Source: an optimization exercise on an open RTL-to-GDS flow (aim: small area, a short achievable clock period and few clock cycles per item). Production flows keep margins and buffers that such runs may drop.
No functional check of the RTL was part of any run shown here.
Power is estimated from default activity; no workload was simulated.

==> flow/design.v, too long to show whole: its modules and the start of the top module <==
// module math_core_alu: 676 lines
module math_core_alu #(
    parameter int DW = 32,
    parameter int CW = 32
) (
    input  logic          clk,
    input  logic          rst,
    input  logic [0:1]    mode,
    input  logic          in_valid,
    output logic          in_ready,
    input  logic [0:DW-1] ain,
    input  logic [0:DW-1] bin,
    output logic          out_valid,
    input  logic          out_ready,
    output logic [0:DW-1] result,
    output logic          ovf,
    output logic [0:CW-1] statistic,
    input  logic          stat_ld,
    input  logic [0:CW-1] stat_din,
    input  logic          flush,
    output logic          busy
);
  // ...
==> flow/flow/run.sh <==
#!/bin/bash
# The standard layout, with plain buf_1 port buffers and a tighter setup target
# for timing repair; the log of the whole make run goes to standard.log.
bash standard.sh BUFFER_PORTS_ARGS="-buffer_cell sky130_fd_sc_hd__buf_1" SETUP_SLACK_MARGIN=5.6 finish > standard.log 2>&1
==> flow/standard.sh <==
#!/bin/bash
# synth_recipe.tcl (not shown) runs the flow's synth.tcl, then flattens the netlist and writes it again
# the make line also repeats each setting of config.mk as NAME=value (left out here)
make -C /OpenROAD-flow-scripts/flow DESIGN_CONFIG=/design/flow/config.mk WORK_HOME=/design/flow/orfs CLKGATE_MAP_FILE= SYNTH_SCRIPT=/design/flow/synth_recipe.tcl "${@:-finish}"
==> flow/config.mk <==
export PLATFORM = sky130hd
export DESIGN_NAME = math_core_alu
export DESIGN_NICKNAME = math_core_alu
export VERILOG_FILES = /design/flow/design.v
export SDC_FILE = /design/flow/constraint.sdc
export NUM_CORES = 4
export LEC_CHECK = 0
export ABC_AREA = 1
export CAP_MARGIN = 20
export CORE_MARGIN = 2
export CORE_UTILIZATION = 40
export SLEW_MARGIN = 20
==> flow/constraint.sdc <==
create_clock -name core_clock -period 10.0 [get_ports {clk}]
set_input_delay 2.0000 -clock core_clock [delete_from_list [all_inputs] [get_ports {clk}]]
set_output_delay 2.0000 -clock core_clock [all_outputs]
set_load 0.01 [all_outputs]
==> summary.md, run 1 <==
| Metric | Value |
|---|---|
| Status | `timing/DRC/antenna clean` |
| Syn_area_per_cell | `7.82 sq um` |
| Synth Flop Type | `edfxtp_1` |
| Diodes inserted | `1` |
| Mux cell area share after synthesis | `0` |
| Slowest CP cell | `fa_1` |
| Core Util, Final | `0.507` |
| Commonest non-fill, non-tap cell in the layout | `nand2_1` |
| CTS H-tree lvls | `4` |
| Wire length on met1 | `37400 um` |
| PortBufs | `171` |
| Cell-internal power | `0.00340 W` |
| Clock-cell share | `0.0222` |
| Overall routing resource usage | `0.348` |
| M3 GR Usage | `0.0981` |
| # resized after CTS | `268` |
| Critical Path Most Common Cell | `buf_6` |
| Grt ovf | `0` |
| Synth Register Bits | `182` |
| Vias in the first global route | `22.5k` |
| Crit Path Class | `register to register` |
| Buffering overhead | `0.103` |
| DRC viols | `0` |
| Clock Skew | `0.0144 ns` |
| Maximum root-to-sink buffer count | `2` |
| Yosys Warn Count | `1` |
| Max-slew headroom | `0.354` |
| Setup Viol. Count Final | `0` |
| First drt pass iteration count | `8` |
| Worst setup path end | `c2[30]` |
| Cell with the most instances after synthesis | `nand2_1` |
| Leading cell types in the layout, fill and taps excluded | `553 x nand2_1, 301 x inv_1, 228 x xor2_1` |
| Combinational fraction of design power | `0.708` |
| Slew Viols, Final | `0` |
| Capture point of the worst reg-to-reg path | `c2[30]` |
| Startpoint Class | `register` |
| Total stage count of the critical path | `27` |
| Switching pwr | `0.00330 W` |
| Sequential Area | `5300 sq um` |
==> inputs of run 2 (changes only) <==
--- a/flow/design.v
+++ b/flow/design.v
@@ -17,19 +17,21 @@
     input  logic          stat_ld,
     input  logic [0:CW-1] stat_din,
     input  logic          flush,
     output logic          busy
 );
     logic [31:0]   a1;
     logic [31:0]   b1;
     logic [32:1]   a3_1;
+    logic [10:0]   bs1_1, bs2_1, bs3_1, bs4_1;
+    logic [9:0]    bneg_1;
     logic [1:0]    m1;
     logic          v1;
-    localparam int K = 20;
+    localparam int K = 24;
     logic [31:K]   s2;
     logic [31:K]   c2;
     logic [K-1:0]  lo2;
     logic          ck2;
     logic          k1_2;
     logic          k2_2;
     logic          mulp2;
     logic [2-1:0] l32_2;
@@ -43,30 +45,49 @@
     assign in_ready = !flush && en1;
     assign hs       = v2 && out_ready && !flush;
     logic [31:0] ain_v;
     logic [32:0] a3_in;
     assign ain_v = ain;
     assign a3_in = {1'b0, ain_v} + {ain_v, 1'b0};
     logic [32:0] a3;
     assign a3 = {a3_1, a1[0]};
+    logic [31:0] bin_v;
     logic [34:0] bx;
-    logic [10:0] bs1, bs2, bs3, bs4, bneg;
-    assign bx = {2'b00, b1, 1'b0};
+    logic [10:0] bs1_in, bs2_in, bs3_in, bs4_in;
+    assign bin_v = bin;
+    assign bx    = {2'b00, bin_v, 1'b0};
     always_comb begin
         for (int i = 0; i < 11; i++) begin
             logic t1, t0, tm;
             t1 = bx[3*i+2] ^ bx[3*i+3];
             t0 = bx[3*i+1] ^ bx[3*i+3];
             tm = bx[3*i]   ^ bx[3*i+3];
-            bs1[i]  = !t1 & (t0 ^ tm);
-            bs2[i]  = (t1 & !t0 & !tm) | (!t1 & t0 & tm);
-            bs3[i]  = t1 & (t0 ^ tm);
-            bs4[i]  = t1 & t0 & tm;
-            bneg[i] = bx[3*i+3];
+            bs1_in[i] = !t1 & (t0 ^ tm);
+            bs2_in[i] = (t1 & !t0 & !tm) | (!t1 & t0 & tm);
+            bs3_in[i] = t1 & (t0 ^ tm);
+            bs4_in[i] = t1 & t0 & tm;
+        end
+    end
+    logic [10:0] bs1, bs2, bs3, bs4, bneg;
+    assign bs1  = bs1_1;
+    assign bs2  = bs2_1;
+    assign bs3  = bs3_1;
+    assign bs4  = bs4_1;
+    assign bneg = {1'b0, bneg_1};
+    always_comb begin
+        for (int i = 0; i < 11; i++) begin
+            logic tm, t1, t0, ng;
+            ng = bneg[i];
+            tm = ((i == 0) ? 1'b0 : bneg[i-1]) ^ ng;
+            t1 = tm ? (bs3[i] | bs4[i]) : (bs2[i] | bs3[i]);
+            t0 = tm ? (bs2[i] | bs4[i]) : (bs1[i] | bs3[i]);
+            if (3*i+2 < 32) b1[3*i+2] = ng;
+            if (3*i+1 < 32) b1[3*i+1] = t1 ^ ng;
+            b1[3*i] = t0 ^ ng;
         end
     end
     logic [31:0] mul_s, mul_c;
     logic        mul_p32;            
     logic [2-1:0] mul_l32;        
     wire pp0_0, pp0_1, pp0_2, pp0_3, pp0_4, pp0_5, pp0_6, pp0_7, pp0_8, pp0_9, pp0_10, pp0_11, pp0_12, pp0_13, pp0_14, pp0_15;
     wire pp0_16, pp0_17, pp0_18, pp0_19, pp0_20, pp0_21, pp0_22, pp0_23, pp0_24, pp0_25, pp0_26, pp0_27, pp0_28, pp0_29, pp0_30, pp0_31;
     wire pp0_32, pp1_0, pp1_1, pp1_2, pp1_3, pp1_4, pp1_5, pp1_6, pp1_7, pp1_8, pp1_9, pp1_10, pp1_11, pp1_12, pp1_13, pp1_14;
@@ -651,17 +672,22 @@
             else if (take2) v2 <= v1;
             if (stat_ld)    r_stat <= stat_din;
             else if (hs && !(&r_stat)) r_stat <= r_stat + 1'b1;
         end
     end
     always_ff @(posedge clk) begin
         if (en1) begin
             a1 <= ain;
-            b1   <= bin;
+            bs1_1  <= bs1_in;
+            bs2_1  <= bs2_in;
+            bs3_1  <= bs3_in;
+            bs4_1  <= bs4_in;
+            bneg_1 <= {bin_v[29], bin_v[26], bin_v[23], bin_v[20], bin_v[17],
+                       bin_v[14], bin_v[11], bin_v[8], bin_v[5], bin_v[2]};
             a3_1 <= a3_in[32:1];
             m1 <= mode;
         end
     end
     always_ff @(posedge clk) begin
         if (take2) begin
             s2   <= s_n[31:K];
             c2   <= c_n[31:K];
==> run 2 against run 1 <==
Compared with the run above: non-clock buffer count up 88; die area up 1.2%; critical path depth up 5; still clean on timing, DRC and antenna; sequential share of layout area up 1.4 points; power up 23%.
==> summary.md, run 2 <==
| Metric | Value |
|---|---|
| Main area contributors after synthesis | `edfxtp_1 22%, fa_1 11%, xor2_1 11% (was edfxtp_1 20%, fa_1 11%, nand2_1 10%)` |
| Fmax | `183 MHz (was 193 MHz)` |
| Vias in the first global route | `21.9k (was 22.5k)` |
| Syn_nets | `2927 (was 3152)` |
| Area growth, synth to finish | `27.1% (was 25.1%)` |
| Clock power share | `0.085 (was 0.106)` |
| Diodes inserted | `0 (was 1)` |
| Nets | `3245 (was 3419)` |
| Sequential share of power | `0.166 (was 0.186)` |
| TritonCTS clock tree | `yes (unchanged)` |
| Maximum root-to-sink buffer count | `2 (unchanged)` |
| Pleak | `11.7 nW (was 11.8 nW)` |
| Synth Cell Area | `22200 sq um (was 21900 sq um)` |
| Commonest non-fill, non-tap cell in the layout | `nand2_1 (unchanged)` |
| Seq/Total Area, Yosys | `0.263 (was 0.242)` |
| Post-synth top area share | `0.225 (was 0.203)` |
| Core Util, Final | `0.513 (was 0.507)` |
| Hold_buf cts | `0 (unchanged)` |
| CTS Sinks | `200 (was 182)` |
| Leading cell types in the layout, fill and taps excluded | `260 x nand2_1, 255 x inv_1, 251 x xor2_1 (was 553 x nand2_1, 301 x inv_1, 228 x xor2_1)` |
| Critical Path AT | `5.74 ns (was 5.41 ns)` |
| Die width | `239 um (was 238 um)` |
| CTS Buf Count | `17 (unchanged)` |
| Syn_area_per_cell | `8.61 sq um (was 7.82 sq um)` |
| Root buffer cell | `clkbuf_16 (unchanged)` |
| MaxCap Viol Count | `0 (unchanged)` |
| Grt ovf | `0 (unchanged)` |
| Routed WL | `98600 um (was 100000 um)` |
| Yosys Warn Count | `1 (unchanged)` |
| Cell-internal power | `0.00409 W (was 0.00340 W)` |
| DRC marker count from the first detailed-route iteration | `3049 (was 2942)` |
| GP Congestion | `0.991 (was 1.01)` |
| Final Hold Vio Count | `0 (unchanged)` |
| Largest net degree at the start of global routing | `74 (was 67)` |
| Leading area contributor after synthesis | `edfxtp_1 (unchanged)` |
| Remaining antenna violation count | `0 (unchanged)` |
| Via-to-Cell Ratio | `6.14 (was 6.15)` |
| Post-synth ARST share | `0.170 (was 0.187)` |
| Worst-path clk slew | `0.08 ns (about the same)` |
| CP peak stage delay | `0.49 ns (was 0.58 ns)` |
| Combinational fraction of design power | `0.750 (was 0.708)` |
| Layout cells sized above 1 | `0.240 (was 0.206)` |
| Hpwl dp | `68100 um (was 70200 um)` |
| Total Negative Setup Slacks | `0 ns (unchanged)` |
| Switching part of the total | `0.505 (was 0.493)` |
| Overall routing resource usage | `0.342 (was 0.348)` |
| Biggest regs | `a1 x32, a3_1 x32, r_stat x32` |
| Crit share post-route | `0.547 (was 0.518)` |
| Maximum VDD drop | `0.000229 V (was 0.000167 V)` |
| Max-slew headroom | `0.364 (was 0.354)` |
| Core ar. | `55000 sq um (was 54000 sq um)` |
| Slowest CP cell | `edfxtp_1 (was fa_1)` |
| Starting density of the core | `0.403 (was 0.405)` |
| Critical Path Most Common Cell | `nand2_2 (was buf_6)` |
| DR WL/cell | `27.0 um (was 26.5 um)` |
| First drt pass iteration count | `7 (was 8)` |
| Post-synth EDFFs | `166 (was 148)` |
| Synth cell types | `63 (was 58)` |
| Clock Skew | `0.0149 ns (was 0.0144 ns)` |
| Skew-Pair Late Insertion Delay | `0.52 ns (about the same)` |
| Hold WC Path Type | `register to register (unchanged)` |
| Status | `timing/DRC/antenna clean (unchanged)` |
| Number of antenna violations at the first check in global routing | `3 (was 1)` |
| RSZ-0062 raised after global routing | `yes (unchanged)` |
| Synth Flop Type | `edfxtp_1 (unchanged)` |
| Top-level I/O count | `172 (unchanged)` |
| Crit Path Class | `register to register (unchanged)` |
| Min cycle time layout | `5.47 ns (was 5.18 ns)` |
| Worst-Margin Slew | `0.947 ns (was 0.968 ns)` |
| Die height | `239 um (was 238 um)` |
| CP endpoint kind | `register (unchanged)` |
| Max FO, Critical Path | `4 (was 8)` |
| # rows | `86 (was 85)` |
| First-pass GRT wire length | `143000 um (was 144000 um)` |
| Areal power density over the cells | `293 nW/um^2 (was 245 nW/um^2)` |
| Full die area | `57300 sq um (was 56600 sq um)` |
| Synth Register Bits | `200 (was 182)` |
| Required time worst endpoint | `10.26 ns (was 10.23 ns)` |
| Total number of vias | `22.5k (was 23.2k)` |
| CTS H-tree lvls | `4 (unchanged)` |
| Setup Viol. Count Final | `0 (unchanged)` |
| Startpoint Class | `register (unchanged)` |
| Most frequent cells after synthesis | `302 x nand2_1, 299 x inv_1, 267 x xor2_1 (was 598 x nand2_1, 357 x inv_1, 237 x xor2_1)` |
| Cell with the most instances after synthesis | `nand2_1 (unchanged)` |
| Switching pwr | `0.00418 W (was 0.00330 W)` |
| DRC viols | `0 (unchanged)` |
| Slew Viols, Final | `0 (unchanged)` |
| Syn Inst Count | `2576 (was 2801)` |
| PortBufs | `171 (unchanged)` |
[run 2: power by group through the flow]
stage / Sequential (W) / Clock, W / Combinational, W
floorplan: 0.00131 / 0 / 0.00323
detailed placement: 0.00139 / 0 / 0.00512
global route: 0.00138 / 0.000746 / 0.00668
CTS: 0.00136 / 0.000717 / 0.00566
global placement: 0.00139 / 0 / 0.00510
finish: 0.00137 / 0.000701 / 0.00620
[run 2: layer usage]
metal  GRT usage  wire length [um]  vias up  part of all wire
met5     0.00173                38        -           0.00039
met2       0.496             41100     1540              0.42
met3       0.111             12400      357              0.13
li1            -                 -     9738                 -
met1       0.453             39200    10800              0.40
met4       0.179              5940        6             0.060
[run 2: path summary, 6_finish.rpt]
kind                                 start    endpoint  slack [ns]  cells past startpoint
worst max-delay path             bneg_1[9]     lo2[23]        4.53                     32
worst min-delay path            r_stat[31]  r_stat[31]        0.59                      2
worst max register to register   bneg_1[9]     lo2[23]        4.53                     32
worst min register to register  r_stat[31]  r_stat[31]        0.59                      2
max in group asynchronous              rst          v2        7.81                      1
min in group asynchronous              rst   r_stat[9]        1.61                      1
[run 2: metrics by stage]
step	hold slack, ns	cells	setup WS [ns]	power (W)	area, sq um
after floorplan	0.553	2576	4.68	0.00454	22400
after global placement	0.565	3374	3.59	0.00649	23600
after detailed placement	0.575	3374	3.43	0.00652	23600
after CTS	0.603	3606	4.65	0.00774	27100
after global routing	0.646	3655	4.25	0.00881	28200
final	0.595	3655	4.53	0.00827	28200
[run 2: worst max-delay path, delay by kind of cell, from the launching register on]
kind / cells / cell delay (ns)
compound gates: 10 / 1.50
xor+xnor: 2 / 0.26
fa+ha+maj: 2 / 0.72
buf+inv: 8 / 0.86
flops: 1 / 0.49
simple gates: 10 / 1.37
[run 2: cells by family after synthesis]
group	share of synthesized area
DFF	0.263
and+or+nand+nor	0.115
AOI/OAI and AO/OA	0.215
buffers and inverters	0.0921
adders and majority gates	0.181
xor gates and xnor gates	0.133
muxes	0.00141
[run 2: area by class of cell]
type	instances	area, sq um
clock buffers	18	429
clock inverters	14	154
fillers	5129	26800
inverters	326	1380
multi-input cells	1864	15800
flip-flops and latches	200	5840
well taps	748	936
repair buffers	482	3650
repair inverters	3	25.0
[run 2: what timing repair did]
action                     in CTS  in global routing
setup endpoints to repair      57                 50
gates cloned                   11                  0
gates resized for setup       293                167
buffers inserted              189                 49
pin swaps                     104                130

==> static timing again, ports no longer ideal <==
In the flow no input, the clock included, has a driving cell. The finished layouts below were timed again as built, in two steps.
Step 1, drivers: a clkbuf_16 drives clk and a buf_2 each remaining input, both assumed.
Step 2 times the ports against the registers' clock, not the clock port: input delays grow and output delays shrink by t, the midpoint of the rising clock arrivals with the driver on.
Three values: ideal, step 1, step 2; two values: the first two.
run	t, ns	slack for setup (ns)	hold slack, ns	worst setup path at the end	worst data-port slew with drivers (ns)
run 1	0.571	4.819 / 4.819 / 4.819	0.556 / 0.556 / 0.556	register to register	0.06
run 2	0.573	4.529 / 4.529 / 4.529	0.595 / 0.595 / 0.595	register to register	0.09
After both steps setup and hold are still met in every run listed.
